This design comes from an exercise in tuning for small area and a short achievable clock period on the open sky130 flow, not from production work.
The RTL was checked by simulation tests, not by an equivalence proof against the original design.
No activity file was given, so power comes from the tool's default toggle rates.

==> flow/design.v (outline; a module is shown in full before it is edited, if it fits) <==
// module mips_bard_inv: 1 lines
// module mips_bard_nand2: 1 lines
// module mips_bard_nor2: 1 lines
// module mips_bard_nor2b: 1 lines
// module mips_bard_nand3: 1 lines
// module mips_bard_nand4: 1 lines
// module mips_bard_nor3: 1 lines
// module mips_bard_xor2: 1 lines
// module mips_bard_xnor2: 1 lines
// module mips_bard_a21o: 1 lines
// module mips_bard_aoi21: 1 lines
// module mips_bard_oai21: 1 lines
// module mips_bard_aoi22: 1 lines
// module mips_bard_mux2i: 1 lines
// module mips_bard_aoi222: 3 lines
// module mips_bard_a221o: 3 lines
// module mips_bard_nor4: 1 lines
// module mips_bard_mux2: 1 lines
// module mips_bard_regfile: 33 lines
// module mips_bard_rdec: 11 lines
// module mips_bard_rdbit: 21 lines
// module mips_bard_add32: 439 lines
// module mips_bard_core: 155 lines
// module mips_bard_rot: 19 lines
module mips_bard_core #(
   parameter logic [31:0] RESET_PC = 32'h1000_0000
) (
   input  logic        clk,
   input  logic        rst,
   input  logic [31:0] instruction,
   output logic [31:0] pc,
   output logic [31:0] data_out
);
  // ...
==> flow/run.sh <==
#!/bin/bash
# synth_recipe.tcl (not shown) runs the flow's synth.tcl, then flattens the netlist and writes it again
# the make line also repeats each setting of config.mk as NAME=value (left out here)
make -C /OpenROAD-flow-scripts/flow DESIGN_CONFIG=/design/flow/config.mk WORK_HOME=/design/flow/orfs CLKGATE_MAP_FILE= SYNTH_SCRIPT=/design/flow/synth_recipe.tcl finish
==> flow/config.mk <==
export PLATFORM = sky130hd
export DESIGN_NAME = mips_bard_core
export DESIGN_NICKNAME = mips_bard_core
export VERILOG_FILES = /design/flow/design.v
export SDC_FILE = /design/flow/constraint.sdc
export NUM_CORES = 4
export LEC_CHECK = 0
export CAP_MARGIN = 20
export CORE_MARGIN = 2
export CORE_UTILIZATION = 45
export SETUP_SLACK_MARGIN = 5.0
export SLEW_MARGIN = 20
export SYNTH_HIERARCHICAL = 1
export SYNTH_MINIMUM_KEEP_SIZE = 0
export TNS_END_PERCENT = 5
==> flow/constraint.sdc <==
create_clock -name core_clock -period 10.0 [get_ports {clk}]
set_input_delay 2.0000 -clock core_clock [delete_from_list [all_inputs] [get_ports {clk}]]
set_output_delay 2.0000 -clock core_clock [all_outputs]
set_load 0.01 [all_outputs]
==> results.toml, run 1 <==
[outcome]
status = "complete, no violations"

[detailed_routing]
dr.max_layer_used = "met4"
vias = 45500

[grt]
use_met1_pct = 50.7
first_global_vias = 41800
gr-total-overflow = 0
grt_pass1_wl_mm = 324

[sta]
period_minus_slack_ns = 5.49
slew_violations = 0
worst_pin_slew_ns = 1.08
hold_violations = 0
fin_skew_ns = 0.0611
finalSetupViolations = 0
fmax_mhz = 182
whs_ns = 0.741
grt_setup_unrepaired = "yes"
period_share_pct = 54.9

[setup_path]
path_max_fanout = 8
slowest_stage = "nand4_1"
worst_setup_path_end_kind = "flop"
path_class = "in2reg"
cpMostUsedCell = "a21oi_2"
r2r_setup_slack_ns = 4.63
endpoint = "data_q[29]"

[clocking]
root_buffer = "clkbuf_16"
postCtsResizedCells = 469

[yosys]
synthAdderAreaFrac_pct = 0.757
synth_edf_count = 992
avgSynthCellArea_um2 = 13.4
synthFlopType = "edfxtp_1"
synthMuxAreaShare_pct = 5.09

[place]
dpl_worst_slack_ns = 1.82

[power]
clk-power_w = 0.00412
powerDensity_nw_per_um2 = 169
switching_share_pct = 28.5

[hold_path]
hold-path-cell-count = 1

[finish]
largest_reg_flops = 992
fillers = 9544
n_clock_buffer = 139
seq_area_share_pct = 47.0
seq_cells = 1061
multiInputGateArea_um2 = 24200
largest-register = "u_regfile.regs_q"
buffers = 527
top_area_cell_class = "flip-flops and latches"
==> module mips_bard_regfile, before the edit <==
module mips_bard_regfile (
   input  logic        clk_i,
   input  logic [31:1] we_i,
   input  logic [31:0] wdata_i,
   input  logic [31:1] pend_i,        
   input  logic [4:0]  pend_addr_i,   
   input  logic [31:0] byp_i,         
   input  logic [4:0]  raddr_a_i,
   input  logic [4:0]  raddr_b_i,
   output logic [31:0] rdata_a_n_o,
   output logic [31:0] rdata_b_n_o
);
   logic [31:0] regs_q [1:31];
   logic [32:1] sel_a, sel_b;
   always_ff @(posedge clk_i) begin
      for (int i = 1; i < 32; i++) begin
         if (we_i[i]) regs_q[i] <= wdata_i;
      end
   end
   mips_bard_rdec u_dec_a (.addr_i(raddr_a_i), .pend_i(pend_i),
                           .pend_addr_i(pend_addr_i), .sel_o(sel_a));
   mips_bard_rdec u_dec_b (.addr_i(raddr_b_i), .pend_i(pend_i),
                           .pend_addr_i(pend_addr_i), .sel_o(sel_b));
   for (genvar j = 0; j < 32; j++) begin : g_bit
      logic [32:1] col;
      for (genvar i = 1; i < 32; i++) begin : g_col
         assign col[i] = regs_q[i][j];
      end
      assign col[32] = byp_i[j];
      mips_bard_rdbit u_rd_a (.d_i(col), .sel_i(sel_a), .q_n_o(rdata_a_n_o[j]));
      mips_bard_rdbit u_rd_b (.d_i(col), .sel_i(sel_b), .q_n_o(rdata_b_n_o[j]));
   end
endmodule
==> run 2: changes to the inputs <==
==> flow/design.v (replaced) <==
package mips_bard_pkg;
   localparam logic [5:0] OP_RTYPE = 6'h00;
   localparam logic [5:0] OP_J     = 6'h02;
   localparam logic [5:0] OP_JAL   = 6'h03;
   localparam logic [5:0] OP_BEQ   = 6'h04;
   localparam logic [5:0] OP_BNE   = 6'h05;
   localparam logic [5:0] OP_ADDI  = 6'h08;
   localparam logic [5:0] OP_SLTI  = 6'h0A;
   localparam logic [5:0] OP_ANDI  = 6'h0C;
   localparam logic [5:0] OP_ORI   = 6'h0D;
   localparam logic [5:0] OP_LUI   = 6'h0F;
   localparam logic [5:0] OP_LW    = 6'h23;
   localparam logic [5:0] OP_SW    = 6'h2B;
   localparam logic [5:0] FN_SLL = 6'h00;
   localparam logic [5:0] FN_SRL = 6'h02;
   localparam logic [5:0] FN_JR  = 6'h08;
   localparam logic [5:0] FN_ADD = 6'h20;
   localparam logic [5:0] FN_SUB = 6'h22;
   localparam logic [5:0] FN_AND = 6'h24;
   localparam logic [5:0] FN_OR  = 6'h25;
   localparam logic [5:0] FN_SLT = 6'h2A;
   localparam logic [2:0] AluAdd = 3'd0;
   localparam logic [2:0] AluSub = 3'd1;
   localparam logic [2:0] AluAnd = 3'd2;
   localparam logic [2:0] AluOr  = 3'd3;
   localparam logic [2:0] AluSlt = 3'd4;
   localparam logic [2:0] AluSll = 3'd5;
   localparam logic [2:0] AluSrl = 3'd6;
   localparam logic [2:0] AluLui = 3'd7;
   localparam logic [2:0] WbAlu  = 3'd0;
   localparam logic [2:0] WbMem  = 3'd1;
   localparam logic [2:0] WbRt   = 3'd2;
   localparam logic [2:0] WbLink = 3'd3;
   localparam logic [2:0] WbZero = 3'd4;
endpackage
module mips_bard_inv   (input logic a, output logic y);                 assign y = ~a;                      endmodule
module mips_bard_nand2 (input logic a, b, output logic y);              assign y = ~(a & b);                endmodule
module mips_bard_nor2  (input logic a, b, output logic y);              assign y = ~(a | b);                endmodule
module mips_bard_nor2b (input logic a, b_n, output logic y);            assign y = ~a & b_n;                endmodule
module mips_bard_nand3 (input logic a, b, c, output logic y);           assign y = ~(a & b & c);            endmodule
module mips_bard_nand4 (input logic a, b, c, d, output logic y);        assign y = ~(a & b & c & d);        endmodule
module mips_bard_nor3  (input logic a, b, c, output logic y);           assign y = ~(a | b | c);            endmodule
module mips_bard_xor2  (input logic a, b, output logic y);              assign y = a ^ b;                   endmodule
module mips_bard_xnor2 (input logic a, b, output logic y);              assign y = ~(a ^ b);                endmodule
module mips_bard_a21o  (input logic a1, a2, b1, output logic y);        assign y = (a1 & a2) | b1;          endmodule
module mips_bard_aoi21 (input logic a1, a2, b1, output logic y);        assign y = ~((a1 & a2) | b1);       endmodule
module mips_bard_oai21 (input logic a1, a2, b1, output logic y);        assign y = ~((a1 | a2) & b1);       endmodule
module mips_bard_aoi22 (input logic a1, a2, b1, b2, output logic y);    assign y = ~((a1 & a2) | (b1 & b2)); endmodule
module mips_bard_mux2i (input logic a0, a1, s, output logic y);         assign y = ~(s ? a1 : a0);          endmodule
module mips_bard_aoi222 (input logic a1, a2, b1, b2, c1, c2, output logic y);
   assign y = ~((a1 & a2) | (b1 & b2) | (c1 & c2));
endmodule
module mips_bard_a221o (input logic a1, a2, b1, b2, c1, output logic y);
   assign y = (a1 & a2) | (b1 & b2) | c1;
endmodule
module mips_bard_nor4  (input logic a, b, c, d, output logic y);        assign y = ~(a | b | c | d);        endmodule
module mips_bard_mux2  (input logic a0, a1, s, output logic y);         assign y = s ? a1 : a0;             endmodule
module mips_bard_regfile (
   input  logic        clk_i,
   input  logic [31:1] we_i,
   input  logic [31:0] wdata_i,
   input  logic [31:1] pend_i,        
   input  logic [4:0]  pend_addr_i,   
   input  logic [31:0] byp_i,         
   input  logic [4:0]  raddr_a_i,
   input  logic [4:0]  raddr_b_i,
   output logic [31:0] rdata_a_o,
   output logic [31:0] rdata_b_o
);
   logic [31:0] regs_q [1:31];
   logic [32:1] sel_a, sel_b;
   always_ff @(posedge clk_i) begin
      for (int i = 1; i < 32; i++) begin
         if (we_i[i]) regs_q[i] <= wdata_i;
      end
   end
   mips_bard_rdec u_dec_a (.addr_i(raddr_a_i), .pend_i(pend_i),
                           .pend_addr_i(pend_addr_i), .sel_o(sel_a));
   mips_bard_rdec u_dec_b (.addr_i(raddr_b_i), .pend_i(pend_i),
                           .pend_addr_i(pend_addr_i), .sel_o(sel_b));
   for (genvar j = 0; j < 32; j++) begin : g_bit
      logic [32:1] col;
      for (genvar i = 1; i < 32; i++) begin : g_col
         assign col[i] = regs_q[i][j];
      end
      assign col[32] = byp_i[j];
      mips_bard_rdbit u_rd_a (.d_i(col), .sel_i(sel_a), .q_o(rdata_a_o[j]));
      mips_bard_rdbit u_rd_b (.d_i(col), .sel_i(sel_b), .q_o(rdata_b_o[j]));
   end
endmodule
module mips_bard_rdec (
   input  logic [4:0]  addr_i,
   input  logic [31:1] pend_i,
   input  logic [4:0]  pend_addr_i,
   output logic [32:1] sel_o
);
   for (genvar i = 1; i < 32; i++) begin : g_sel
      assign sel_o[i] = (addr_i == 5'(i)) & ~pend_i[i];
   end
   assign sel_o[32] = (addr_i == pend_addr_i) & (pend_addr_i != 5'd0);
endmodule
module mips_bard_rdbit (
   input  logic [32:1] d_i,
   input  logic [32:1] sel_i,
   output logic        q_o
);
   logic [11:0] n;
   logic [5:0]  m;
   logic [1:0]  k;
   for (genvar g = 0; g < 10; g++) begin : g_aoi
      mips_bard_aoi222 u_aoi (
         .a1(d_i[3*g+1]), .a2(sel_i[3*g+1]),
         .b1(d_i[3*g+2]), .b2(sel_i[3*g+2]),
         .c1(d_i[3*g+3]), .c2(sel_i[3*g+3]),
         .y (n[g])
      );
   end
   mips_bard_aoi22 u_aoi_l (.a1(d_i[31]), .a2(sel_i[31]), .b1(d_i[32]), .b2(sel_i[32]), .y(n[10]));
   assign n[11] = 1'b1;
   for (genvar g = 0; g < 6; g++) begin : g_m
      mips_bard_nand2 u_m (.a(n[2*g]), .b(n[2*g+1]), .y(m[g]));
   end
   mips_bard_nor3  u_k0 (.a(m[0]), .b(m[1]), .c(m[2]), .y(k[0]));
   mips_bard_nor3  u_k1 (.a(m[3]), .b(m[4]), .c(m[5]), .y(k[1]));
   mips_bard_nand2 u_q  (.a(k[0]), .b(k[1]), .y(q_o));
endmodule
module mips_bard_add32 (
   input  logic [31:0] a,    
   input  logic [31:0] b,
   input  logic        cin,
   output logic [31:0] s,
   output logic [31:0] p,      
   output logic [31:0] g,      
   output logic        c_top_n   
);
   logic pn0, gn0, pn1, gn1, pn2, gn2, pn3, gn3, pn4, gn4, pn5, gn5, pn6, gn6, pn7, gn7, pn8, gn8, pn9, gn9, pn10, gn10, pn11, gn11, pn12, gn12, pn13, gn13, pn14, gn14, pn15, gn15, pn16, gn16, pn17, gn17, pn18, gn18, pn19, gn19, pn20, gn20, pn21, gn21, pn22, gn22, pn23, gn23, pn24, gn24, pn25, gn25, pn26, gn26, pn27, gn27, pn28, gn28, pn29, gn29, pn30, gn30, pn31, gn31, G0_0, G1_1, G1_2, P1_2, G1_3, P1_3, G1_4, P1_4, G1_5, P1_5, G1_6, P1_6, G1_7, P1_7, G1_8, P1_8, G1_9, P1_9, G1_10, P1_10, G1_11, P1_11, G1_12, P1_12, G1_13, P1_13, G1_14, P1_14, G1_15, P1_15, G1_16, P1_16, G1_17, P1_17, G1_18, P1_18, G1_19, P1_19, G1_20, P1_20, G1_21, P1_21, G1_22, P1_22, G1_23, P1_23, G1_24, P1_24, G1_25, P1_25, G1_26, P1_26, G1_27, P1_27, G1_28, P1_28, G1_29, P1_29, G1_30, P1_30, G1_31, P1_31, G0_0_i, G2_2, G2_3, G2_4, P2_4, G2_5, P2_5, G2_6, P2_6, G2_7, P2_7, G2_8, P2_8, G2_9, P2_9, G2_10, P2_10, G2_11, P2_11, G2_12, P2_12, G2_13, P2_13, G2_14, P2_14, G2_15, P2_15, G2_16, P2_16, G2_17, P2_17, G2_18, P2_18, G2_19, P2_19, G2_20, P2_20, G2_21, P2_21, G2_22, P2_22, G2_23, P2_23, G2_24, P2_24, G2_25, P2_25, G2_26, P2_26, G2_27, P2_27, G2_28, P2_28, G2_29, P2_29, G2_30, P2_30, G2_31, P2_31, G3_4, G1_1_i, G3_5, G3_6, G3_7, G3_8, P3_8, G3_9, P3_9, G3_10, P3_10, G3_11, P3_11, G3_12, P3_12, G3_13, P3_13, G3_14, P3_14, G3_15, P3_15, G3_16, P3_16, G3_17, P3_17, G3_18, P3_18, G3_19, P3_19, G3_20, P3_20, G3_21, P3_21, G3_22, P3_22, G3_23, P3_23, G3_24, P3_24, G3_25, P3_25, G3_26, P3_26, G3_27, P3_27, G3_28, P3_28, G3_29, P3_29, G3_30, P3_30, G3_31, P3_31, G4_8, G4_9, G2_2_i, G4_10, G2_3_i, G4_11, G4_12, G4_13, G4_14, G4_15, G4_16, P4_16, G4_17, P4_17, G4_18, P4_18, G4_19, P4_19, G4_20, P4_20, G4_21, P4_21, G4_22, P4_22, G4_23, P4_23, G4_24, P4_24, G4_25, P4_25, G4_26, P4_26, G4_27, P4_27, G4_28, P4_28, G4_29, P4_29, G4_30, P4_30, G4_31, P4_31, G5_16, G5_17, G5_18, G5_19, G3_4_i, G5_20, G3_5_i, G5_21, G3_6_i, G5_22, G3_7_i, G5_23, G5_24, G5_25, G5_26, G5_27, G5_28, G5_29, G5_30, G5_31, ss1, ss2, ss3, ss4, ss5, ss6, ss7, ss8, ss9, ss10, ss11, ss12, ss13, ss14, ss15, ss16, ss17, ss18, ss19, ss20, ss21, ss22, ss23, ss24, ss25, ss26, ss27, ss28, ss29, ss30, ss31;
   mips_bard_xnor2 u_xnor2_0 (.a(a[0]), .b(b[0]), .y(pn0));
   mips_bard_nand2 u_nand2_0 (.a(a[0]), .b(b[0]), .y(gn0));
   assign p[0] = ~pn0;
   assign g[0] = ~gn0;
   mips_bard_xnor2 u_xnor2_1 (.a(a[1]), .b(b[1]), .y(pn1));
   mips_bard_nand2 u_nand2_1 (.a(a[1]), .b(b[1]), .y(gn1));
   assign p[1] = ~pn1;
   assign g[1] = ~gn1;
   mips_bard_xnor2 u_xnor2_2 (.a(a[2]), .b(b[2]), .y(pn2));
   mips_bard_nand2 u_nand2_2 (.a(a[2]), .b(b[2]), .y(gn2));
   assign p[2] = ~pn2;
   assign g[2] = ~gn2;
   mips_bard_xnor2 u_xnor2_3 (.a(a[3]), .b(b[3]), .y(pn3));
   mips_bard_nand2 u_nand2_3 (.a(a[3]), .b(b[3]), .y(gn3));
   assign p[3] = ~pn3;
   assign g[3] = ~gn3;
   mips_bard_xnor2 u_xnor2_4 (.a(a[4]), .b(b[4]), .y(pn4));
   mips_bard_nand2 u_nand2_4 (.a(a[4]), .b(b[4]), .y(gn4));
   assign p[4] = ~pn4;
   assign g[4] = ~gn4;
   mips_bard_xnor2 u_xnor2_5 (.a(a[5]), .b(b[5]), .y(pn5));
   mips_bard_nand2 u_nand2_5 (.a(a[5]), .b(b[5]), .y(gn5));
   assign p[5] = ~pn5;
   assign g[5] = ~gn5;
   mips_bard_xnor2 u_xnor2_6 (.a(a[6]), .b(b[6]), .y(pn6));
   mips_bard_nand2 u_nand2_6 (.a(a[6]), .b(b[6]), .y(gn6));
   assign p[6] = ~pn6;
   assign g[6] = ~gn6;
   mips_bard_xnor2 u_xnor2_7 (.a(a[7]), .b(b[7]), .y(pn7));
   mips_bard_nand2 u_nand2_7 (.a(a[7]), .b(b[7]), .y(gn7));
   assign p[7] = ~pn7;
   assign g[7] = ~gn7;
   mips_bard_xnor2 u_xnor2_8 (.a(a[8]), .b(b[8]), .y(pn8));
   mips_bard_nand2 u_nand2_8 (.a(a[8]), .b(b[8]), .y(gn8));
   assign p[8] = ~pn8;
   assign g[8] = ~gn8;
   mips_bard_xnor2 u_xnor2_9 (.a(a[9]), .b(b[9]), .y(pn9));
   mips_bard_nand2 u_nand2_9 (.a(a[9]), .b(b[9]), .y(gn9));
   assign p[9] = ~pn9;
   assign g[9] = ~gn9;
   mips_bard_xnor2 u_xnor2_10 (.a(a[10]), .b(b[10]), .y(pn10));
   mips_bard_nand2 u_nand2_10 (.a(a[10]), .b(b[10]), .y(gn10));
   assign p[10] = ~pn10;
   assign g[10] = ~gn10;
   mips_bard_xnor2 u_xnor2_11 (.a(a[11]), .b(b[11]), .y(pn11));
   mips_bard_nand2 u_nand2_11 (.a(a[11]), .b(b[11]), .y(gn11));
   assign p[11] = ~pn11;
   assign g[11] = ~gn11;
   mips_bard_xnor2 u_xnor2_12 (.a(a[12]), .b(b[12]), .y(pn12));
   mips_bard_nand2 u_nand2_12 (.a(a[12]), .b(b[12]), .y(gn12));
   assign p[12] = ~pn12;
   assign g[12] = ~gn12;
   mips_bard_xnor2 u_xnor2_13 (.a(a[13]), .b(b[13]), .y(pn13));
   mips_bard_nand2 u_nand2_13 (.a(a[13]), .b(b[13]), .y(gn13));
   assign p[13] = ~pn13;
   assign g[13] = ~gn13;
   mips_bard_xnor2 u_xnor2_14 (.a(a[14]), .b(b[14]), .y(pn14));
   mips_bard_nand2 u_nand2_14 (.a(a[14]), .b(b[14]), .y(gn14));
   assign p[14] = ~pn14;
   assign g[14] = ~gn14;
   mips_bard_xnor2 u_xnor2_15 (.a(a[15]), .b(b[15]), .y(pn15));
   mips_bard_nand2 u_nand2_15 (.a(a[15]), .b(b[15]), .y(gn15));
   assign p[15] = ~pn15;
   assign g[15] = ~gn15;
   mips_bard_xnor2 u_xnor2_16 (.a(a[16]), .b(b[16]), .y(pn16));
   mips_bard_nand2 u_nand2_16 (.a(a[16]), .b(b[16]), .y(gn16));
   assign p[16] = ~pn16;
   assign g[16] = ~gn16;
   mips_bard_xnor2 u_xnor2_17 (.a(a[17]), .b(b[17]), .y(pn17));
   mips_bard_nand2 u_nand2_17 (.a(a[17]), .b(b[17]), .y(gn17));
   assign p[17] = ~pn17;
   assign g[17] = ~gn17;
   mips_bard_xnor2 u_xnor2_18 (.a(a[18]), .b(b[18]), .y(pn18));
   mips_bard_nand2 u_nand2_18 (.a(a[18]), .b(b[18]), .y(gn18));
   assign p[18] = ~pn18;
   assign g[18] = ~gn18;
   mips_bard_xnor2 u_xnor2_19 (.a(a[19]), .b(b[19]), .y(pn19));
   mips_bard_nand2 u_nand2_19 (.a(a[19]), .b(b[19]), .y(gn19));
   assign p[19] = ~pn19;
   assign g[19] = ~gn19;
   mips_bard_xnor2 u_xnor2_20 (.a(a[20]), .b(b[20]), .y(pn20));
   mips_bard_nand2 u_nand2_20 (.a(a[20]), .b(b[20]), .y(gn20));
   assign p[20] = ~pn20;
   assign g[20] = ~gn20;
   mips_bard_xnor2 u_xnor2_21 (.a(a[21]), .b(b[21]), .y(pn21));
   mips_bard_nand2 u_nand2_21 (.a(a[21]), .b(b[21]), .y(gn21));
   assign p[21] = ~pn21;
   assign g[21] = ~gn21;
   mips_bard_xnor2 u_xnor2_22 (.a(a[22]), .b(b[22]), .y(pn22));
   mips_bard_nand2 u_nand2_22 (.a(a[22]), .b(b[22]), .y(gn22));
   assign p[22] = ~pn22;
   assign g[22] = ~gn22;
   mips_bard_xnor2 u_xnor2_23 (.a(a[23]), .b(b[23]), .y(pn23));
   mips_bard_nand2 u_nand2_23 (.a(a[23]), .b(b[23]), .y(gn23));
   assign p[23] = ~pn23;
   assign g[23] = ~gn23;
   mips_bard_xnor2 u_xnor2_24 (.a(a[24]), .b(b[24]), .y(pn24));
   mips_bard_nand2 u_nand2_24 (.a(a[24]), .b(b[24]), .y(gn24));
   assign p[24] = ~pn24;
   assign g[24] = ~gn24;
   mips_bard_xnor2 u_xnor2_25 (.a(a[25]), .b(b[25]), .y(pn25));
   mips_bard_nand2 u_nand2_25 (.a(a[25]), .b(b[25]), .y(gn25));
   assign p[25] = ~pn25;
   assign g[25] = ~gn25;
   mips_bard_xnor2 u_xnor2_26 (.a(a[26]), .b(b[26]), .y(pn26));
   mips_bard_nand2 u_nand2_26 (.a(a[26]), .b(b[26]), .y(gn26));
   assign p[26] = ~pn26;
   assign g[26] = ~gn26;
   mips_bard_xnor2 u_xnor2_27 (.a(a[27]), .b(b[27]), .y(pn27));
   mips_bard_nand2 u_nand2_27 (.a(a[27]), .b(b[27]), .y(gn27));
   assign p[27] = ~pn27;
   assign g[27] = ~gn27;
   mips_bard_xnor2 u_xnor2_28 (.a(a[28]), .b(b[28]), .y(pn28));
   mips_bard_nand2 u_nand2_28 (.a(a[28]), .b(b[28]), .y(gn28));
   assign p[28] = ~pn28;
   assign g[28] = ~gn28;
   mips_bard_xnor2 u_xnor2_29 (.a(a[29]), .b(b[29]), .y(pn29));
   mips_bard_nand2 u_nand2_29 (.a(a[29]), .b(b[29]), .y(gn29));
   assign p[29] = ~pn29;
   assign g[29] = ~gn29;
   mips_bard_xnor2 u_xnor2_30 (.a(a[30]), .b(b[30]), .y(pn30));
   mips_bard_nand2 u_nand2_30 (.a(a[30]), .b(b[30]), .y(gn30));
   assign p[30] = ~pn30;
   assign g[30] = ~gn30;
   mips_bard_xnor2 u_xnor2_31 (.a(a[31]), .b(b[31]), .y(pn31));
   mips_bard_nand2 u_nand2_31 (.a(a[31]), .b(b[31]), .y(gn31));
   assign p[31] = ~pn31;
   assign g[31] = ~gn31;
   assign G0_0 = gn0 & (pn0 | ~cin);
   mips_bard_oai21 u_oai21_0 (.a1(pn1), .a2(G0_0), .b1(gn1), .y(G1_1));
   mips_bard_oai21 u_oai21_1 (.a1(pn2), .a2(gn1), .b1(gn2), .y(G1_2));
   mips_bard_nor2 u_nor2_0 (.a(pn2), .b(pn1), .y(P1_2));
   mips_bard_oai21 u_oai21_2 (.a1(pn3), .a2(gn2), .b1(gn3), .y(G1_3));
   mips_bard_nor2 u_nor2_1 (.a(pn3), .b(pn2), .y(P1_3));
   mips_bard_oai21 u_oai21_3 (.a1(pn4), .a2(gn3), .b1(gn4), .y(G1_4));
   mips_bard_nor2 u_nor2_2 (.a(pn4), .b(pn3), .y(P1_4));
   mips_bard_oai21 u_oai21_4 (.a1(pn5), .a2(gn4), .b1(gn5), .y(G1_5));
   mips_bard_nor2 u_nor2_3 (.a(pn5), .b(pn4), .y(P1_5));
   mips_bard_oai21 u_oai21_5 (.a1(pn6), .a2(gn5), .b1(gn6), .y(G1_6));
   mips_bard_nor2 u_nor2_4 (.a(pn6), .b(pn5), .y(P1_6));
   mips_bard_oai21 u_oai21_6 (.a1(pn7), .a2(gn6), .b1(gn7), .y(G1_7));
   mips_bard_nor2 u_nor2_5 (.a(pn7), .b(pn6), .y(P1_7));
   mips_bard_oai21 u_oai21_7 (.a1(pn8), .a2(gn7), .b1(gn8), .y(G1_8));
   mips_bard_nor2 u_nor2_6 (.a(pn8), .b(pn7), .y(P1_8));
   mips_bard_oai21 u_oai21_8 (.a1(pn9), .a2(gn8), .b1(gn9), .y(G1_9));
   mips_bard_nor2 u_nor2_7 (.a(pn9), .b(pn8), .y(P1_9));
   mips_bard_oai21 u_oai21_9 (.a1(pn10), .a2(gn9), .b1(gn10), .y(G1_10));
   mips_bard_nor2 u_nor2_8 (.a(pn10), .b(pn9), .y(P1_10));
   mips_bard_oai21 u_oai21_10 (.a1(pn11), .a2(gn10), .b1(gn11), .y(G1_11));
   mips_bard_nor2 u_nor2_9 (.a(pn11), .b(pn10), .y(P1_11));
   mips_bard_oai21 u_oai21_11 (.a1(pn12), .a2(gn11), .b1(gn12), .y(G1_12));
   mips_bard_nor2 u_nor2_10 (.a(pn12), .b(pn11), .y(P1_12));
   mips_bard_oai21 u_oai21_12 (.a1(pn13), .a2(gn12), .b1(gn13), .y(G1_13));
   mips_bard_nor2 u_nor2_11 (.a(pn13), .b(pn12), .y(P1_13));
   mips_bard_oai21 u_oai21_13 (.a1(pn14), .a2(gn13), .b1(gn14), .y(G1_14));
   mips_bard_nor2 u_nor2_12 (.a(pn14), .b(pn13), .y(P1_14));
   mips_bard_oai21 u_oai21_14 (.a1(pn15), .a2(gn14), .b1(gn15), .y(G1_15));
   mips_bard_nor2 u_nor2_13 (.a(pn15), .b(pn14), .y(P1_15));
   mips_bard_oai21 u_oai21_15 (.a1(pn16), .a2(gn15), .b1(gn16), .y(G1_16));
   mips_bard_nor2 u_nor2_14 (.a(pn16), .b(pn15), .y(P1_16));
   mips_bard_oai21 u_oai21_16 (.a1(pn17), .a2(gn16), .b1(gn17), .y(G1_17));
   mips_bard_nor2 u_nor2_15 (.a(pn17), .b(pn16), .y(P1_17));
   mips_bard_oai21 u_oai21_17 (.a1(pn18), .a2(gn17), .b1(gn18), .y(G1_18));
   mips_bard_nor2 u_nor2_16 (.a(pn18), .b(pn17), .y(P1_18));
   mips_bard_oai21 u_oai21_18 (.a1(pn19), .a2(gn18), .b1(gn19), .y(G1_19));
   mips_bard_nor2 u_nor2_17 (.a(pn19), .b(pn18), .y(P1_19));
   mips_bard_oai21 u_oai21_19 (.a1(pn20), .a2(gn19), .b1(gn20), .y(G1_20));
   mips_bard_nor2 u_nor2_18 (.a(pn20), .b(pn19), .y(P1_20));
   mips_bard_oai21 u_oai21_20 (.a1(pn21), .a2(gn20), .b1(gn21), .y(G1_21));
   mips_bard_nor2 u_nor2_19 (.a(pn21), .b(pn20), .y(P1_21));
   mips_bard_oai21 u_oai21_21 (.a1(pn22), .a2(gn21), .b1(gn22), .y(G1_22));
   mips_bard_nor2 u_nor2_20 (.a(pn22), .b(pn21), .y(P1_22));
   mips_bard_oai21 u_oai21_22 (.a1(pn23), .a2(gn22), .b1(gn23), .y(G1_23));
   mips_bard_nor2 u_nor2_21 (.a(pn23), .b(pn22), .y(P1_23));
   mips_bard_oai21 u_oai21_23 (.a1(pn24), .a2(gn23), .b1(gn24), .y(G1_24));
   mips_bard_nor2 u_nor2_22 (.a(pn24), .b(pn23), .y(P1_24));
   mips_bard_oai21 u_oai21_24 (.a1(pn25), .a2(gn24), .b1(gn25), .y(G1_25));
   mips_bard_nor2 u_nor2_23 (.a(pn25), .b(pn24), .y(P1_25));
   mips_bard_oai21 u_oai21_25 (.a1(pn26), .a2(gn25), .b1(gn26), .y(G1_26));
   mips_bard_nor2 u_nor2_24 (.a(pn26), .b(pn25), .y(P1_26));
   mips_bard_oai21 u_oai21_26 (.a1(pn27), .a2(gn26), .b1(gn27), .y(G1_27));
   mips_bard_nor2 u_nor2_25 (.a(pn27), .b(pn26), .y(P1_27));
   mips_bard_oai21 u_oai21_27 (.a1(pn28), .a2(gn27), .b1(gn28), .y(G1_28));
   mips_bard_nor2 u_nor2_26 (.a(pn28), .b(pn27), .y(P1_28));
   mips_bard_oai21 u_oai21_28 (.a1(pn29), .a2(gn28), .b1(gn29), .y(G1_29));
   mips_bard_nor2 u_nor2_27 (.a(pn29), .b(pn28), .y(P1_29));
   mips_bard_oai21 u_oai21_29 (.a1(pn30), .a2(gn29), .b1(gn30), .y(G1_30));
   mips_bard_nor2 u_nor2_28 (.a(pn30), .b(pn29), .y(P1_30));
   mips_bard_oai21 u_oai21_30 (.a1(pn31), .a2(gn30), .b1(gn31), .y(G1_31));
   mips_bard_nor2 u_nor2_29 (.a(pn31), .b(pn30), .y(P1_31));
   mips_bard_inv u_inv_0 (.a(G0_0), .y(G0_0_i));
   mips_bard_aoi21 u_aoi21_0 (.a1(P1_2), .a2(G0_0_i), .b1(G1_2), .y(G2_2));
   mips_bard_aoi21 u_aoi21_1 (.a1(P1_3), .a2(G1_1), .b1(G1_3), .y(G2_3));
   mips_bard_aoi21 u_aoi21_2 (.a1(P1_4), .a2(G1_2), .b1(G1_4), .y(G2_4));
   mips_bard_nand2 u_nand2_32 (.a(P1_4), .b(P1_2), .y(P2_4));
   mips_bard_aoi21 u_aoi21_3 (.a1(P1_5), .a2(G1_3), .b1(G1_5), .y(G2_5));
   mips_bard_nand2 u_nand2_33 (.a(P1_5), .b(P1_3), .y(P2_5));
   mips_bard_aoi21 u_aoi21_4 (.a1(P1_6), .a2(G1_4), .b1(G1_6), .y(G2_6));
   mips_bard_nand2 u_nand2_34 (.a(P1_6), .b(P1_4), .y(P2_6));
   mips_bard_aoi21 u_aoi21_5 (.a1(P1_7), .a2(G1_5), .b1(G1_7), .y(G2_7));
   mips_bard_nand2 u_nand2_35 (.a(P1_7), .b(P1_5), .y(P2_7));
   mips_bard_aoi21 u_aoi21_6 (.a1(P1_8), .a2(G1_6), .b1(G1_8), .y(G2_8));
   mips_bard_nand2 u_nand2_36 (.a(P1_8), .b(P1_6), .y(P2_8));
   mips_bard_aoi21 u_aoi21_7 (.a1(P1_9), .a2(G1_7), .b1(G1_9), .y(G2_9));
   mips_bard_nand2 u_nand2_37 (.a(P1_9), .b(P1_7), .y(P2_9));
   mips_bard_aoi21 u_aoi21_8 (.a1(P1_10), .a2(G1_8), .b1(G1_10), .y(G2_10));
   mips_bard_nand2 u_nand2_38 (.a(P1_10), .b(P1_8), .y(P2_10));
   mips_bard_aoi21 u_aoi21_9 (.a1(P1_11), .a2(G1_9), .b1(G1_11), .y(G2_11));
   mips_bard_nand2 u_nand2_39 (.a(P1_11), .b(P1_9), .y(P2_11));
   mips_bard_aoi21 u_aoi21_10 (.a1(P1_12), .a2(G1_10), .b1(G1_12), .y(G2_12));
   mips_bard_nand2 u_nand2_40 (.a(P1_12), .b(P1_10), .y(P2_12));
   mips_bard_aoi21 u_aoi21_11 (.a1(P1_13), .a2(G1_11), .b1(G1_13), .y(G2_13));
   mips_bard_nand2 u_nand2_41 (.a(P1_13), .b(P1_11), .y(P2_13));
   mips_bard_aoi21 u_aoi21_12 (.a1(P1_14), .a2(G1_12), .b1(G1_14), .y(G2_14));
   mips_bard_nand2 u_nand2_42 (.a(P1_14), .b(P1_12), .y(P2_14));
   mips_bard_aoi21 u_aoi21_13 (.a1(P1_15), .a2(G1_13), .b1(G1_15), .y(G2_15));
   mips_bard_nand2 u_nand2_43 (.a(P1_15), .b(P1_13), .y(P2_15));
   mips_bard_aoi21 u_aoi21_14 (.a1(P1_16), .a2(G1_14), .b1(G1_16), .y(G2_16));
   mips_bard_nand2 u_nand2_44 (.a(P1_16), .b(P1_14), .y(P2_16));
   mips_bard_aoi21 u_aoi21_15 (.a1(P1_17), .a2(G1_15), .b1(G1_17), .y(G2_17));
   mips_bard_nand2 u_nand2_45 (.a(P1_17), .b(P1_15), .y(P2_17));
   mips_bard_aoi21 u_aoi21_16 (.a1(P1_18), .a2(G1_16), .b1(G1_18), .y(G2_18));
   mips_bard_nand2 u_nand2_46 (.a(P1_18), .b(P1_16), .y(P2_18));
   mips_bard_aoi21 u_aoi21_17 (.a1(P1_19), .a2(G1_17), .b1(G1_19), .y(G2_19));
   mips_bard_nand2 u_nand2_47 (.a(P1_19), .b(P1_17), .y(P2_19));
   mips_bard_aoi21 u_aoi21_18 (.a1(P1_20), .a2(G1_18), .b1(G1_20), .y(G2_20));
   mips_bard_nand2 u_nand2_48 (.a(P1_20), .b(P1_18), .y(P2_20));
   mips_bard_aoi21 u_aoi21_19 (.a1(P1_21), .a2(G1_19), .b1(G1_21), .y(G2_21));
   mips_bard_nand2 u_nand2_49 (.a(P1_21), .b(P1_19), .y(P2_21));
   mips_bard_aoi21 u_aoi21_20 (.a1(P1_22), .a2(G1_20), .b1(G1_22), .y(G2_22));
   mips_bard_nand2 u_nand2_50 (.a(P1_22), .b(P1_20), .y(P2_22));
   mips_bard_aoi21 u_aoi21_21 (.a1(P1_23), .a2(G1_21), .b1(G1_23), .y(G2_23));
   mips_bard_nand2 u_nand2_51 (.a(P1_23), .b(P1_21), .y(P2_23));
   mips_bard_aoi21 u_aoi21_22 (.a1(P1_24), .a2(G1_22), .b1(G1_24), .y(G2_24));
   mips_bard_nand2 u_nand2_52 (.a(P1_24), .b(P1_22), .y(P2_24));
   mips_bard_aoi21 u_aoi21_23 (.a1(P1_25), .a2(G1_23), .b1(G1_25), .y(G2_25));
   mips_bard_nand2 u_nand2_53 (.a(P1_25), .b(P1_23), .y(P2_25));
   mips_bard_aoi21 u_aoi21_24 (.a1(P1_26), .a2(G1_24), .b1(G1_26), .y(G2_26));
   mips_bard_nand2 u_nand2_54 (.a(P1_26), .b(P1_24), .y(P2_26));
   mips_bard_aoi21 u_aoi21_25 (.a1(P1_27), .a2(G1_25), .b1(G1_27), .y(G2_27));
   mips_bard_nand2 u_nand2_55 (.a(P1_27), .b(P1_25), .y(P2_27));
   mips_bard_aoi21 u_aoi21_26 (.a1(P1_28), .a2(G1_26), .b1(G1_28), .y(G2_28));
   mips_bard_nand2 u_nand2_56 (.a(P1_28), .b(P1_26), .y(P2_28));
   mips_bard_aoi21 u_aoi21_27 (.a1(P1_29), .a2(G1_27), .b1(G1_29), .y(G2_29));
   mips_bard_nand2 u_nand2_57 (.a(P1_29), .b(P1_27), .y(P2_29));
   mips_bard_aoi21 u_aoi21_28 (.a1(P1_30), .a2(G1_28), .b1(G1_30), .y(G2_30));
   mips_bard_nand2 u_nand2_58 (.a(P1_30), .b(P1_28), .y(P2_30));
   mips_bard_aoi21 u_aoi21_29 (.a1(P1_31), .a2(G1_29), .b1(G1_31), .y(G2_31));
   mips_bard_nand2 u_nand2_59 (.a(P1_31), .b(P1_29), .y(P2_31));
   mips_bard_oai21 u_oai21_31 (.a1(P2_4), .a2(G0_0), .b1(G2_4), .y(G3_4));
   mips_bard_inv u_inv_1 (.a(G1_1), .y(G1_1_i));
   mips_bard_oai21 u_oai21_32 (.a1(P2_5), .a2(G1_1_i), .b1(G2_5), .y(G3_5));
   mips_bard_oai21 u_oai21_33 (.a1(P2_6), .a2(G2_2), .b1(G2_6), .y(G3_6));
   mips_bard_oai21 u_oai21_34 (.a1(P2_7), .a2(G2_3), .b1(G2_7), .y(G3_7));
   mips_bard_oai21 u_oai21_35 (.a1(P2_8), .a2(G2_4), .b1(G2_8), .y(G3_8));
   mips_bard_nor2 u_nor2_30 (.a(P2_8), .b(P2_4), .y(P3_8));
   mips_bard_oai21 u_oai21_36 (.a1(P2_9), .a2(G2_5), .b1(G2_9), .y(G3_9));
   mips_bard_nor2 u_nor2_31 (.a(P2_9), .b(P2_5), .y(P3_9));
   mips_bard_oai21 u_oai21_37 (.a1(P2_10), .a2(G2_6), .b1(G2_10), .y(G3_10));
   mips_bard_nor2 u_nor2_32 (.a(P2_10), .b(P2_6), .y(P3_10));
   mips_bard_oai21 u_oai21_38 (.a1(P2_11), .a2(G2_7), .b1(G2_11), .y(G3_11));
   mips_bard_nor2 u_nor2_33 (.a(P2_11), .b(P2_7), .y(P3_11));
   mips_bard_oai21 u_oai21_39 (.a1(P2_12), .a2(G2_8), .b1(G2_12), .y(G3_12));
   mips_bard_nor2 u_nor2_34 (.a(P2_12), .b(P2_8), .y(P3_12));
   mips_bard_oai21 u_oai21_40 (.a1(P2_13), .a2(G2_9), .b1(G2_13), .y(G3_13));
   mips_bard_nor2 u_nor2_35 (.a(P2_13), .b(P2_9), .y(P3_13));
   mips_bard_oai21 u_oai21_41 (.a1(P2_14), .a2(G2_10), .b1(G2_14), .y(G3_14));
   mips_bard_nor2 u_nor2_36 (.a(P2_14), .b(P2_10), .y(P3_14));
   mips_bard_oai21 u_oai21_42 (.a1(P2_15), .a2(G2_11), .b1(G2_15), .y(G3_15));
   mips_bard_nor2 u_nor2_37 (.a(P2_15), .b(P2_11), .y(P3_15));
   mips_bard_oai21 u_oai21_43 (.a1(P2_16), .a2(G2_12), .b1(G2_16), .y(G3_16));
   mips_bard_nor2 u_nor2_38 (.a(P2_16), .b(P2_12), .y(P3_16));
   mips_bard_oai21 u_oai21_44 (.a1(P2_17), .a2(G2_13), .b1(G2_17), .y(G3_17));
   mips_bard_nor2 u_nor2_39 (.a(P2_17), .b(P2_13), .y(P3_17));
   mips_bard_oai21 u_oai21_45 (.a1(P2_18), .a2(G2_14), .b1(G2_18), .y(G3_18));
   mips_bard_nor2 u_nor2_40 (.a(P2_18), .b(P2_14), .y(P3_18));
   mips_bard_oai21 u_oai21_46 (.a1(P2_19), .a2(G2_15), .b1(G2_19), .y(G3_19));
   mips_bard_nor2 u_nor2_41 (.a(P2_19), .b(P2_15), .y(P3_19));
   mips_bard_oai21 u_oai21_47 (.a1(P2_20), .a2(G2_16), .b1(G2_20), .y(G3_20));
   mips_bard_nor2 u_nor2_42 (.a(P2_20), .b(P2_16), .y(P3_20));
   mips_bard_oai21 u_oai21_48 (.a1(P2_21), .a2(G2_17), .b1(G2_21), .y(G3_21));
   mips_bard_nor2 u_nor2_43 (.a(P2_21), .b(P2_17), .y(P3_21));
   mips_bard_oai21 u_oai21_49 (.a1(P2_22), .a2(G2_18), .b1(G2_22), .y(G3_22));
   mips_bard_nor2 u_nor2_44 (.a(P2_22), .b(P2_18), .y(P3_22));
   mips_bard_oai21 u_oai21_50 (.a1(P2_23), .a2(G2_19), .b1(G2_23), .y(G3_23));
   mips_bard_nor2 u_nor2_45 (.a(P2_23), .b(P2_19), .y(P3_23));
   mips_bard_oai21 u_oai21_51 (.a1(P2_24), .a2(G2_20), .b1(G2_24), .y(G3_24));
   mips_bard_nor2 u_nor2_46 (.a(P2_24), .b(P2_20), .y(P3_24));
   mips_bard_oai21 u_oai21_52 (.a1(P2_25), .a2(G2_21), .b1(G2_25), .y(G3_25));
   mips_bard_nor2 u_nor2_47 (.a(P2_25), .b(P2_21), .y(P3_25));
   mips_bard_oai21 u_oai21_53 (.a1(P2_26), .a2(G2_22), .b1(G2_26), .y(G3_26));
   mips_bard_nor2 u_nor2_48 (.a(P2_26), .b(P2_22), .y(P3_26));
   mips_bard_oai21 u_oai21_54 (.a1(P2_27), .a2(G2_23), .b1(G2_27), .y(G3_27));
   mips_bard_nor2 u_nor2_49 (.a(P2_27), .b(P2_23), .y(P3_27));
   mips_bard_oai21 u_oai21_55 (.a1(P2_28), .a2(G2_24), .b1(G2_28), .y(G3_28));
   mips_bard_nor2 u_nor2_50 (.a(P2_28), .b(P2_24), .y(P3_28));
   mips_bard_oai21 u_oai21_56 (.a1(P2_29), .a2(G2_25), .b1(G2_29), .y(G3_29));
   mips_bard_nor2 u_nor2_51 (.a(P2_29), .b(P2_25), .y(P3_29));
   mips_bard_oai21 u_oai21_57 (.a1(P2_30), .a2(G2_26), .b1(G2_30), .y(G3_30));
   mips_bard_nor2 u_nor2_52 (.a(P2_30), .b(P2_26), .y(P3_30));
   mips_bard_oai21 u_oai21_58 (.a1(P2_31), .a2(G2_27), .b1(G2_31), .y(G3_31));
   mips_bard_nor2 u_nor2_53 (.a(P2_31), .b(P2_27), .y(P3_31));
   mips_bard_aoi21 u_aoi21_30 (.a1(P3_8), .a2(G0_0_i), .b1(G3_8), .y(G4_8));
   mips_bard_aoi21 u_aoi21_31 (.a1(P3_9), .a2(G1_1), .b1(G3_9), .y(G4_9));
   mips_bard_inv u_inv_2 (.a(G2_2), .y(G2_2_i));
   mips_bard_aoi21 u_aoi21_32 (.a1(P3_10), .a2(G2_2_i), .b1(G3_10), .y(G4_10));
   mips_bard_inv u_inv_3 (.a(G2_3), .y(G2_3_i));
   mips_bard_aoi21 u_aoi21_33 (.a1(P3_11), .a2(G2_3_i), .b1(G3_11), .y(G4_11));
   mips_bard_aoi21 u_aoi21_34 (.a1(P3_12), .a2(G3_4), .b1(G3_12), .y(G4_12));
   mips_bard_aoi21 u_aoi21_35 (.a1(P3_13), .a2(G3_5), .b1(G3_13), .y(G4_13));
   mips_bard_aoi21 u_aoi21_36 (.a1(P3_14), .a2(G3_6), .b1(G3_14), .y(G4_14));
   mips_bard_aoi21 u_aoi21_37 (.a1(P3_15), .a2(G3_7), .b1(G3_15), .y(G4_15));
   mips_bard_aoi21 u_aoi21_38 (.a1(P3_16), .a2(G3_8), .b1(G3_16), .y(G4_16));
   mips_bard_nand2 u_nand2_60 (.a(P3_16), .b(P3_8), .y(P4_16));
   mips_bard_aoi21 u_aoi21_39 (.a1(P3_17), .a2(G3_9), .b1(G3_17), .y(G4_17));
   mips_bard_nand2 u_nand2_61 (.a(P3_17), .b(P3_9), .y(P4_17));
   mips_bard_aoi21 u_aoi21_40 (.a1(P3_18), .a2(G3_10), .b1(G3_18), .y(G4_18));
   mips_bard_nand2 u_nand2_62 (.a(P3_18), .b(P3_10), .y(P4_18));
   mips_bard_aoi21 u_aoi21_41 (.a1(P3_19), .a2(G3_11), .b1(G3_19), .y(G4_19));
   mips_bard_nand2 u_nand2_63 (.a(P3_19), .b(P3_11), .y(P4_19));
   mips_bard_aoi21 u_aoi21_42 (.a1(P3_20), .a2(G3_12), .b1(G3_20), .y(G4_20));
   mips_bard_nand2 u_nand2_64 (.a(P3_20), .b(P3_12), .y(P4_20));
   mips_bard_aoi21 u_aoi21_43 (.a1(P3_21), .a2(G3_13), .b1(G3_21), .y(G4_21));
   mips_bard_nand2 u_nand2_65 (.a(P3_21), .b(P3_13), .y(P4_21));
   mips_bard_aoi21 u_aoi21_44 (.a1(P3_22), .a2(G3_14), .b1(G3_22), .y(G4_22));
   mips_bard_nand2 u_nand2_66 (.a(P3_22), .b(P3_14), .y(P4_22));
   mips_bard_aoi21 u_aoi21_45 (.a1(P3_23), .a2(G3_15), .b1(G3_23), .y(G4_23));
   mips_bard_nand2 u_nand2_67 (.a(P3_23), .b(P3_15), .y(P4_23));
   mips_bard_aoi21 u_aoi21_46 (.a1(P3_24), .a2(G3_16), .b1(G3_24), .y(G4_24));
   mips_bard_nand2 u_nand2_68 (.a(P3_24), .b(P3_16), .y(P4_24));
   mips_bard_aoi21 u_aoi21_47 (.a1(P3_25), .a2(G3_17), .b1(G3_25), .y(G4_25));
   mips_bard_nand2 u_nand2_69 (.a(P3_25), .b(P3_17), .y(P4_25));
   mips_bard_aoi21 u_aoi21_48 (.a1(P3_26), .a2(G3_18), .b1(G3_26), .y(G4_26));
   mips_bard_nand2 u_nand2_70 (.a(P3_26), .b(P3_18), .y(P4_26));
   mips_bard_aoi21 u_aoi21_49 (.a1(P3_27), .a2(G3_19), .b1(G3_27), .y(G4_27));
   mips_bard_nand2 u_nand2_71 (.a(P3_27), .b(P3_19), .y(P4_27));
   mips_bard_aoi21 u_aoi21_50 (.a1(P3_28), .a2(G3_20), .b1(G3_28), .y(G4_28));
   mips_bard_nand2 u_nand2_72 (.a(P3_28), .b(P3_20), .y(P4_28));
   mips_bard_aoi21 u_aoi21_51 (.a1(P3_29), .a2(G3_21), .b1(G3_29), .y(G4_29));
   mips_bard_nand2 u_nand2_73 (.a(P3_29), .b(P3_21), .y(P4_29));
   mips_bard_aoi21 u_aoi21_52 (.a1(P3_30), .a2(G3_22), .b1(G3_30), .y(G4_30));
   mips_bard_nand2 u_nand2_74 (.a(P3_30), .b(P3_22), .y(P4_30));
   mips_bard_aoi21 u_aoi21_53 (.a1(P3_31), .a2(G3_23), .b1(G3_31), .y(G4_31));
   mips_bard_nand2 u_nand2_75 (.a(P3_31), .b(P3_23), .y(P4_31));
   mips_bard_oai21 u_oai21_59 (.a1(P4_16), .a2(G0_0), .b1(G4_16), .y(G5_16));
   mips_bard_oai21 u_oai21_60 (.a1(P4_17), .a2(G1_1_i), .b1(G4_17), .y(G5_17));
   mips_bard_oai21 u_oai21_61 (.a1(P4_18), .a2(G2_2), .b1(G4_18), .y(G5_18));
   mips_bard_oai21 u_oai21_62 (.a1(P4_19), .a2(G2_3), .b1(G4_19), .y(G5_19));
   mips_bard_inv u_inv_4 (.a(G3_4), .y(G3_4_i));
   mips_bard_oai21 u_oai21_63 (.a1(P4_20), .a2(G3_4_i), .b1(G4_20), .y(G5_20));
   mips_bard_inv u_inv_5 (.a(G3_5), .y(G3_5_i));
   mips_bard_oai21 u_oai21_64 (.a1(P4_21), .a2(G3_5_i), .b1(G4_21), .y(G5_21));
   mips_bard_inv u_inv_6 (.a(G3_6), .y(G3_6_i));
   mips_bard_oai21 u_oai21_65 (.a1(P4_22), .a2(G3_6_i), .b1(G4_22), .y(G5_22));
   mips_bard_inv u_inv_7 (.a(G3_7), .y(G3_7_i));
   mips_bard_oai21 u_oai21_66 (.a1(P4_23), .a2(G3_7_i), .b1(G4_23), .y(G5_23));
   mips_bard_oai21 u_oai21_67 (.a1(P4_24), .a2(G4_8), .b1(G4_24), .y(G5_24));
   mips_bard_oai21 u_oai21_68 (.a1(P4_25), .a2(G4_9), .b1(G4_25), .y(G5_25));
   mips_bard_oai21 u_oai21_69 (.a1(P4_26), .a2(G4_10), .b1(G4_26), .y(G5_26));
   mips_bard_oai21 u_oai21_70 (.a1(P4_27), .a2(G4_11), .b1(G4_27), .y(G5_27));
   mips_bard_oai21 u_oai21_71 (.a1(P4_28), .a2(G4_12), .b1(G4_28), .y(G5_28));
   mips_bard_oai21 u_oai21_72 (.a1(P4_29), .a2(G4_13), .b1(G4_29), .y(G5_29));
   mips_bard_oai21 u_oai21_73 (.a1(P4_30), .a2(G4_14), .b1(G4_30), .y(G5_30));
   mips_bard_oai21 u_oai21_74 (.a1(P4_31), .a2(G4_15), .b1(G4_31), .y(G5_31));
   assign s[0] = pn0 ^ ~cin;
   mips_bard_xor2 u_xor2_0 (.a(pn1), .b(G0_0), .y(ss1));
   assign s[1] = ss1;
   mips_bard_xnor2 u_xnor2_32 (.a(pn2), .b(G1_1), .y(ss2));
   assign s[2] = ss2;
   mips_bard_xor2 u_xor2_1 (.a(pn3), .b(G2_2), .y(ss3));
   assign s[3] = ss3;
   mips_bard_xor2 u_xor2_2 (.a(pn4), .b(G2_3), .y(ss4));
   assign s[4] = ss4;
   mips_bard_xnor2 u_xnor2_33 (.a(pn5), .b(G3_4), .y(ss5));
   assign s[5] = ss5;
   mips_bard_xnor2 u_xnor2_34 (.a(pn6), .b(G3_5), .y(ss6));
   assign s[6] = ss6;
   mips_bard_xnor2 u_xnor2_35 (.a(pn7), .b(G3_6), .y(ss7));
   assign s[7] = ss7;
   mips_bard_xnor2 u_xnor2_36 (.a(pn8), .b(G3_7), .y(ss8));
   assign s[8] = ss8;
   mips_bard_xor2 u_xor2_3 (.a(pn9), .b(G4_8), .y(ss9));
   assign s[9] = ss9;
   mips_bard_xor2 u_xor2_4 (.a(pn10), .b(G4_9), .y(ss10));
   assign s[10] = ss10;
   mips_bard_xor2 u_xor2_5 (.a(pn11), .b(G4_10), .y(ss11));
   assign s[11] = ss11;
   mips_bard_xor2 u_xor2_6 (.a(pn12), .b(G4_11), .y(ss12));
   assign s[12] = ss12;
   mips_bard_xor2 u_xor2_7 (.a(pn13), .b(G4_12), .y(ss13));
   assign s[13] = ss13;
   mips_bard_xor2 u_xor2_8 (.a(pn14), .b(G4_13), .y(ss14));
   assign s[14] = ss14;
   mips_bard_xor2 u_xor2_9 (.a(pn15), .b(G4_14), .y(ss15));
   assign s[15] = ss15;
   mips_bard_xor2 u_xor2_10 (.a(pn16), .b(G4_15), .y(ss16));
   assign s[16] = ss16;
   mips_bard_xnor2 u_xnor2_37 (.a(pn17), .b(G5_16), .y(ss17));
   assign s[17] = ss17;
   mips_bard_xnor2 u_xnor2_38 (.a(pn18), .b(G5_17), .y(ss18));
   assign s[18] = ss18;
   mips_bard_xnor2 u_xnor2_39 (.a(pn19), .b(G5_18), .y(ss19));
   assign s[19] = ss19;
   mips_bard_xnor2 u_xnor2_40 (.a(pn20), .b(G5_19), .y(ss20));
   assign s[20] = ss20;
   mips_bard_xnor2 u_xnor2_41 (.a(pn21), .b(G5_20), .y(ss21));
   assign s[21] = ss21;
   mips_bard_xnor2 u_xnor2_42 (.a(pn22), .b(G5_21), .y(ss22));
   assign s[22] = ss22;
   mips_bard_xnor2 u_xnor2_43 (.a(pn23), .b(G5_22), .y(ss23));
   assign s[23] = ss23;
   mips_bard_xnor2 u_xnor2_44 (.a(pn24), .b(G5_23), .y(ss24));
   assign s[24] = ss24;
   mips_bard_xnor2 u_xnor2_45 (.a(pn25), .b(G5_24), .y(ss25));
   assign s[25] = ss25;
   mips_bard_xnor2 u_xnor2_46 (.a(pn26), .b(G5_25), .y(ss26));
   assign s[26] = ss26;
   mips_bard_xnor2 u_xnor2_47 (.a(pn27), .b(G5_26), .y(ss27));
   assign s[27] = ss27;
   mips_bard_xnor2 u_xnor2_48 (.a(pn28), .b(G5_27), .y(ss28));
   assign s[28] = ss28;
   mips_bard_xnor2 u_xnor2_49 (.a(pn29), .b(G5_28), .y(ss29));
   assign s[29] = ss29;
   mips_bard_xnor2 u_xnor2_50 (.a(pn30), .b(G5_29), .y(ss30));
   assign s[30] = ss30;
   mips_bard_xnor2 u_xnor2_51 (.a(pn31), .b(G5_30), .y(ss31));
   assign s[31] = ss31;
   assign c_top_n = ~G5_30;
endmodule
import mips_bard_pkg::*;
module mips_bard_core #(
   parameter logic [31:0] RESET_PC = 32'h1000_0000
) (
   input  logic        clk,
   input  logic        rst,
   input  logic [31:0] instruction,
   output logic [31:0] pc,
   output logic [31:0] data_out
);
   logic [31:0] pc_q, pc_d, data_q, data_d, res_other;
   logic [5:0]  opcode, funct;
   logic [4:0]  rs, rt, rd, shamt, waddr;
   logic [15:0] imm;
   logic [31:0] rs_val, rt_val, b_x, sum, p, g, rot, sh_mask;
   logic [31:0] pc_plus4, br_target, pc_seq;
   logic [31:1] rf_we;
   logic        rtype, f_add, f_sub, f_and, f_or, f_slt, f_sll, f_srl, f_jr;
   logic        i_addi, i_slti, i_andi, i_ori, i_lui, i_beq, i_bne, i_j, i_jal;
   logic        use_imm, sub_mode, s_add, s_and, s_or, s_slt, wr_en, c_top_n, eq;
   assign opcode = instruction[31:26];
   assign rs     = instruction[25:21];
   assign rt     = instruction[20:16];
   assign rd     = instruction[15:11];
   assign shamt  = instruction[10:6];
   assign funct  = instruction[5:0];
   assign imm    = instruction[15:0];
   assign rtype  = (opcode == OP_RTYPE);
   assign f_add  = rtype && (funct == FN_ADD);
   assign f_sub  = rtype && (funct == FN_SUB);
   assign f_and  = rtype && (funct == FN_AND);
   assign f_or   = rtype && (funct == FN_OR);
   assign f_slt  = rtype && (funct == FN_SLT);
   assign f_sll  = rtype && (funct == FN_SLL);
   assign f_srl  = rtype && (funct == FN_SRL);
   assign f_jr   = rtype && (funct == FN_JR);
   assign i_addi = (opcode == OP_ADDI);
   assign i_slti = (opcode == OP_SLTI);
   assign i_andi = (opcode == OP_ANDI);
   assign i_ori  = (opcode == OP_ORI);
   assign i_lui  = (opcode == OP_LUI);
   assign i_beq  = (opcode == OP_BEQ);
   assign i_bne  = (opcode == OP_BNE);
   assign i_j    = (opcode == OP_J);
   assign i_jal  = (opcode == OP_JAL);
   assign use_imm  = i_addi | i_slti | i_andi | i_ori;
   assign sub_mode = f_sub | f_slt | i_slti;
   assign s_add    = f_add | f_sub | i_addi;
   assign s_and    = f_and | i_andi;
   assign s_or     = f_or | i_ori;
   assign s_slt    = f_slt | i_slti;
   assign wr_en    = s_add | s_and | s_or | s_slt | f_sll | f_srl | i_lui | i_jal;
   assign waddr    = i_jal ? 5'd31 : (rtype ? rd : rt);
   logic [4:0]  wb_addr_q;
   logic [31:1] pend;
   always_ff @(posedge clk) begin
      wb_addr_q <= (rst || !wr_en) ? 5'd0 : waddr;
   end
   always_comb begin
      for (int i = 1; i < 32; i++) begin
         pend[i]  = (wb_addr_q == 5'(i));
         rf_we[i] = rst | pend[i];
      end
   end
   mips_bard_regfile u_regfile (
      .clk_i       (clk),
      .we_i        (rf_we),
      .wdata_i     (rst ? 32'd0 : data_q),
      .pend_i      (pend),
      .pend_addr_i (wb_addr_q),
      .byp_i       (data_q),
      .raddr_a_i   (rs),
      .raddr_b_i   (rt),
      .rdata_a_o   (rs_val),
      .rdata_b_o   (rt_val)
   );
   logic [31:0] b_k, b_if1, b_if0;
   assign b_k   = {{16{imm[15] & ~(i_andi | i_ori)}}, imm} ^ {32{sub_mode}};
   assign b_if1 = use_imm ? b_k : {32{~sub_mode}};    
   assign b_if0 = use_imm ? b_k : {32{sub_mode}};     
   for (genvar j = 0; j < 32; j++) begin : g_bx
      mips_bard_mux2i u_bx (.a0(~b_if0[j]), .a1(~b_if1[j]), .s(rt_val[j]), .y(b_x[j]));
   end
   mips_bard_add32 u_add (
      .a       (rs_val),
      .b       (b_x),
      .cin     (sub_mode),
      .s       (sum),
      .p       (p),
      .g       (g),
      .c_top_n (c_top_n)
   );
   mips_bard_rot u_rot (
      .b_n_i (~rt_val),
      .sh_i  (shamt),
      .sll_i (f_sll),
      .y_o   (rot)
   );
   always_comb begin
      for (int j = 0; j < 32; j++)
         sh_mask[j] = ~rst && ((f_srl && (j + shamt < 32)) || (f_sll && (j >= shamt)));
   end
   assign pc_plus4 = {pc_q[31:2] + 30'd1, pc_q[1:0]};
   assign res_other = ~rst ? (({32{s_and}} & g)
                            | ({32{s_or}}  & (p | g))
                            | ({32{i_lui}} & {imm, 16'h0000})
                            | ({32{i_jal}} & pc_plus4)) : 32'd0;
   logic slt_c, slt_o, res0_o;
   assign slt_c = ~rst & s_slt & p[31];
   assign slt_o = res_other[0] | (~rst & s_slt & ~p[31] & rs_val[31]);
   mips_bard_a21o u_slt (.a1(c_top_n), .a2(slt_c), .b1(slt_o), .y(res0_o));
   for (genvar j = 0; j < 32; j++) begin : g_res
      mips_bard_a221o u_res (
         .a1 (sum[j]),
         .a2 (s_add & ~rst),
         .b1 (rot[j]),
         .b2 (sh_mask[j]),
         .c1 (j == 0 ? res0_o : res_other[j]),
         .y  (data_d[j])
      );
   end
   logic [30:0] br_sum;
   logic [31:0] pc_if_eq, pc_if_ne;
   logic [7:0]  z4;
   logic [1:0]  nz16;
   assign br_sum    = {pc_q[31:2], 1'b1} + {{14{imm[15]}}, imm, 1'b1};
   assign br_target = {br_sum[30:1], pc_q[1:0]};
   always_comb begin
      if (rst)                 pc_seq = RESET_PC;
      else if (i_j || i_jal)   pc_seq = {pc_plus4[31:28], instruction[25:0], 2'b00};
      else if (f_jr)           pc_seq = rs_val;
      else                     pc_seq = pc_plus4;
   end
   assign pc_if_eq = (i_beq & ~rst) ? br_target : pc_seq;
   assign pc_if_ne = (i_bne & ~rst) ? br_target : pc_seq;
   logic [31:0] ne;
   for (genvar j = 0; j < 32; j++) begin : g_ne
      mips_bard_xor2 u_ne (.a(rs_val[j]), .b(rt_val[j]), .y(ne[j]));
   end
   for (genvar k = 0; k < 8; k++) begin : g_z4
      mips_bard_nor4 u_z (.a(ne[4*k]), .b(ne[4*k+1]), .c(ne[4*k+2]), .d(ne[4*k+3]), .y(z4[k]));
   end
   mips_bard_nand4 u_nz0 (.a(z4[0]), .b(z4[1]), .c(z4[2]), .d(z4[3]), .y(nz16[0]));
   mips_bard_nand4 u_nz1 (.a(z4[4]), .b(z4[5]), .c(z4[6]), .d(z4[7]), .y(nz16[1]));
   mips_bard_nor2  u_eq  (.a(nz16[0]), .b(nz16[1]), .y(eq));
   for (genvar j = 0; j < 32; j++) begin : g_pc
      mips_bard_mux2 u_pc (.a0(pc_if_ne[j]), .a1(pc_if_eq[j]), .s(eq), .y(pc_d[j]));
   end
   always_ff @(posedge clk) begin
      pc_q   <= pc_d;
      data_q <= data_d;
   end
   assign pc       = pc_q;
   assign data_out = data_q;
endmodule
module mips_bard_rot (
   input  logic [31:0] b_n_i,
   input  logic [4:0]  sh_i,
   input  logic        sll_i,
   output logic [31:0] y_o
);
   logic [4:0]  rot;
   logic [31:0] x0, x1, x2, x3, x4, x5;
   assign rot = sll_i ? (5'd0 - sh_i) : sh_i;
   assign x0 = b_n_i;
   for (genvar j = 0; j < 32; j++) begin : g_rot
      mips_bard_mux2i u_l0 (.a0(x0[j]), .a1(x0[(j + 1)  % 32]), .s(rot[0]), .y(x1[j]));
      mips_bard_mux2i u_l1 (.a0(x1[j]), .a1(x1[(j + 2)  % 32]), .s(rot[1]), .y(x2[j]));
      mips_bard_mux2i u_l2 (.a0(x2[j]), .a1(x2[(j + 4)  % 32]), .s(rot[2]), .y(x3[j]));
      mips_bard_mux2i u_l3 (.a0(x3[j]), .a1(x3[(j + 8)  % 32]), .s(rot[3]), .y(x4[j]));
      mips_bard_mux2i u_l4 (.a0(x4[j]), .a1(x4[(j + 16) % 32]), .s(rot[4]), .y(x5[j]));
   end
   assign y_o = x5;
endmodule
==> flow/config.mk (replaced) <==
export PLATFORM = sky130hd
export DESIGN_NAME = mips_bard_core
export DESIGN_NICKNAME = mips_bard_core
export VERILOG_FILES = /design/flow/design.v
export SDC_FILE = /design/flow/constraint.sdc
export NUM_CORES = 4
export LEC_CHECK = 0
export CAP_MARGIN = 20
export CORE_MARGIN = 2
export CORE_UTILIZATION = 40
export CTS_BUF_LIST = sky130_fd_sc_hd__clkbuf_8
export SETUP_SLACK_MARGIN = 5.0
export SLEW_MARGIN = 20
export SYNTH_HIERARCHICAL = 1
export SYNTH_MINIMUM_KEEP_SIZE = 0
export TNS_END_PERCENT = 5
==> results.toml, run 2 <==
[outcome]
status = "complete, no violations"

[hold_path]
min_from = "pc_q[1]"
hold-path-cell-count = 3
holdCritPathClass = "reg2reg"

[power]
ir_drop_mv = 0.144
powerDensity_nw_per_um2 = 157
seqPwrFrac_pct = 48.9
combPwrFrac_pct = 17.2
switching_share_pct = 30.1

[sta]
fmax_mhz = 184
period_share_pct = 54.4
hold_violations = 0
relSlewSlack_pct = 21.9
whs_ns = 0.697
slew_violations = 0
finalSetupViolations = 0
fin_skew_ns = 0.0508
grt_setup_unrepaired = "yes"
worst_pin_slew_ns = 1.17
period_minus_slack_ns = 5.44

[finish]
finalNetCount = 4909
reg_top3 = "u_regfile.regs_q (992), data_q (32), pc_q (32)"
largest-register = "u_regfile.regs_q"
fillers = 11900
areaGrowthSynthToFinish_pct = 22.0
layout.cells.most_common_list = "edfxtp_1 (992), a222oi_1 (642), nand2_1 (590)"
largest_reg_flops = 992

[detailed_routing]
vias = 46900
wirelength_mm = 236
ant_nets = 0

[floorplanning]
core_area_um2 = 136000

[setup_path]
path_max_fanout = 32
path_class = "in2reg"
cp.arrival_ns = 6.21
reg2reg_depth = 17
r2r_setup_slack_ns = 4.74
worst_setup_path_end_kind = "flop"

[yosys]
avgSynthCellArea_um2 = 12.5
synthFlopType = "edfxtp_1"
yosysTopAreaCell = "edfxtp_1"
synth_edf_count = 992
ys_ff_latch = 1061

[clocking]
root_buffer = "clkbuf_8"
hold_buffers = 0

[grt]
grt.total_usage_pct = 32.7
gr-total-overflow = 0
antenna_found_initial = 14
grt_pass1_wl_mm = 328
first_global_vias = 44300
-- run 2: cell types whose count changed after synthesis, sizes merged, moves of 16 or more --
cell | before | now
o21ai | 149 | 189
conb | 0 | 64
buf | 133 | 66
nand3 | 106 | 32
nor2 | 229 | 184
nand4 | 149 | 28
a221oi | 20 | 4
nor2b | 70 | 38
a21oi | 216 | 164
nand2 | 213 | 668
nor3 | 119 | 190
xnor2 | 95 | 113
inv | 29 | 122
-- run 2: layer usage --
| metal | global-route usage (%) | routed length [um] | share of wire [%] |
|---|---|---|---|
| met1 | 43.0 | 86700 | 37 |
| met2 | 47.5 | 100000 | 42 |
| met3 | 10.9 | 35000 | 15 |
| met4 | 17.5 | 14000 | 5.9 |
| met5 | 0.0686 | 90 | 0.038 |
-- run 2: kinds of logic after synthesis --
kind of cell / after synthesis / share of synthesized area (%)
simple gates: 1278 / 12.1
compound gates: 1264 / 19.9
flops: 1061 / 56.9
buf+inv: 254 / 2.09
mux: 242 / 4.73
xor+xnor: 187 / 2.99
other cells: 64 / 0.439
fa+ha+maj: 33 / 0.767
-- run 2: Yosys stat by module, one instance, submodules excluded, excerpt --
module	flops+latches	cells inside	area (um^2)
mips_bard_a21o	0	1	7.51
mips_bard_aoi22	0	1	12.5
mips_bard_aoi222	0	1	10.0
mips_bard_core	69	1194	8060
mips_bard_mux2	0	1	15.0
mips_bard_nand4	0	1	6.26
mips_bard_nor2	0	1	3.75
mips_bard_rdec	0	60	458
mips_bard_rot	0	14	104
mips_bard_xnor2	0	1	8.76
mips_bard_xor2	0	1	8.76
-- run 2: power by group through the flow --
stage / registers, W / clock network [W] / logic, W
floorplan: 0.00520 / 0 / 0.000938
global placement: 0.00521 / 0 / 0.00141
detailed placement: 0.00522 / 0 / 0.00141
CTS: 0.00513 / 0.00359 / 0.00170
global route: 0.00515 / 0.00378 / 0.00186
finish: 0.00513 / 0.00356 / 0.00181
-- run 2: worst max path at each step --
stage	start	endpoint	slack [ns]	cells past startpoint
after floorplan	instruction[18]	data_q[31]	3.89	21
after global placement	instruction[23]	pc_q[19]	1.96	15
after detailed placement	instruction[23]	pc_q[31]	1.99	15
after CTS	instruction[21]	data_q[0]	5.00	21
after global routing	instruction[25]	data_q[31]	4.72	17
final	instruction[22]	data_q[30]	4.56	17
-- run 2: stage by stage --
| stage | area (um^2) | power [W] | setup slack [ns] |
|---|---|---|---|
| 6_report | 66900 | 0.0105 | 4.56 |
| 5_1_grt | 66900 | 0.0108 | 4.72 |
| 4_1_cts | 66600 | 0.0104 | 5.00 |
| 3_5_place_dp | 59800 | 0.00663 | 1.99 |
| 3_3_place_gp | 59700 | 0.00661 | 1.96 |
| 2_1_floorplan | 55500 | 0.00614 | 3.89 |
-- run 2: layout make-up --
cell class / count / area [um^2] / share of cell area, %
Inverter: 122 / 463 / 0.692
Sequential cell: 1061 / 31200 / 46.6
Antenna cell: 5 / 12.5 / 0.0187
Multi-Input combinational cell: 3069 / 25800 / 38.6
Timing Repair Buffer: 411 / 4060 / 6.07
Tap cell: 1781 / 2230 / 3.33
Clock inverter: 132 / 646 / 0.966
Clock buffer: 182 / 2500 / 3.75
-- run 2: repair_timing --
item / 4_1_cts / 5_1_grt
endpoints found under the setup margin: 64 / 64
buffers inserted: 135 / 6
gates resized for setup: 523 / 48
pin swaps: 164 / 46
gates cloned: 8 / 0
-- run 2: worst max-delay path, cell delays in order --
cell and delay (ns):
buf_2 0.35, or3_4 0.28, nor3_4 0.06, buf_8 0.23, a222oi_1 1.00, nand2_1 0.15
nor3_2 0.25, nand2_2 0.16, xnor2_4 0.24, buf_4 0.24, o21ai_1 0.14, a21oi_2 0.20
o21ai_1 0.15, a21oi_2 0.16, o21ai_2 0.07, xnor2_1 0.12, a221o_1 0.35
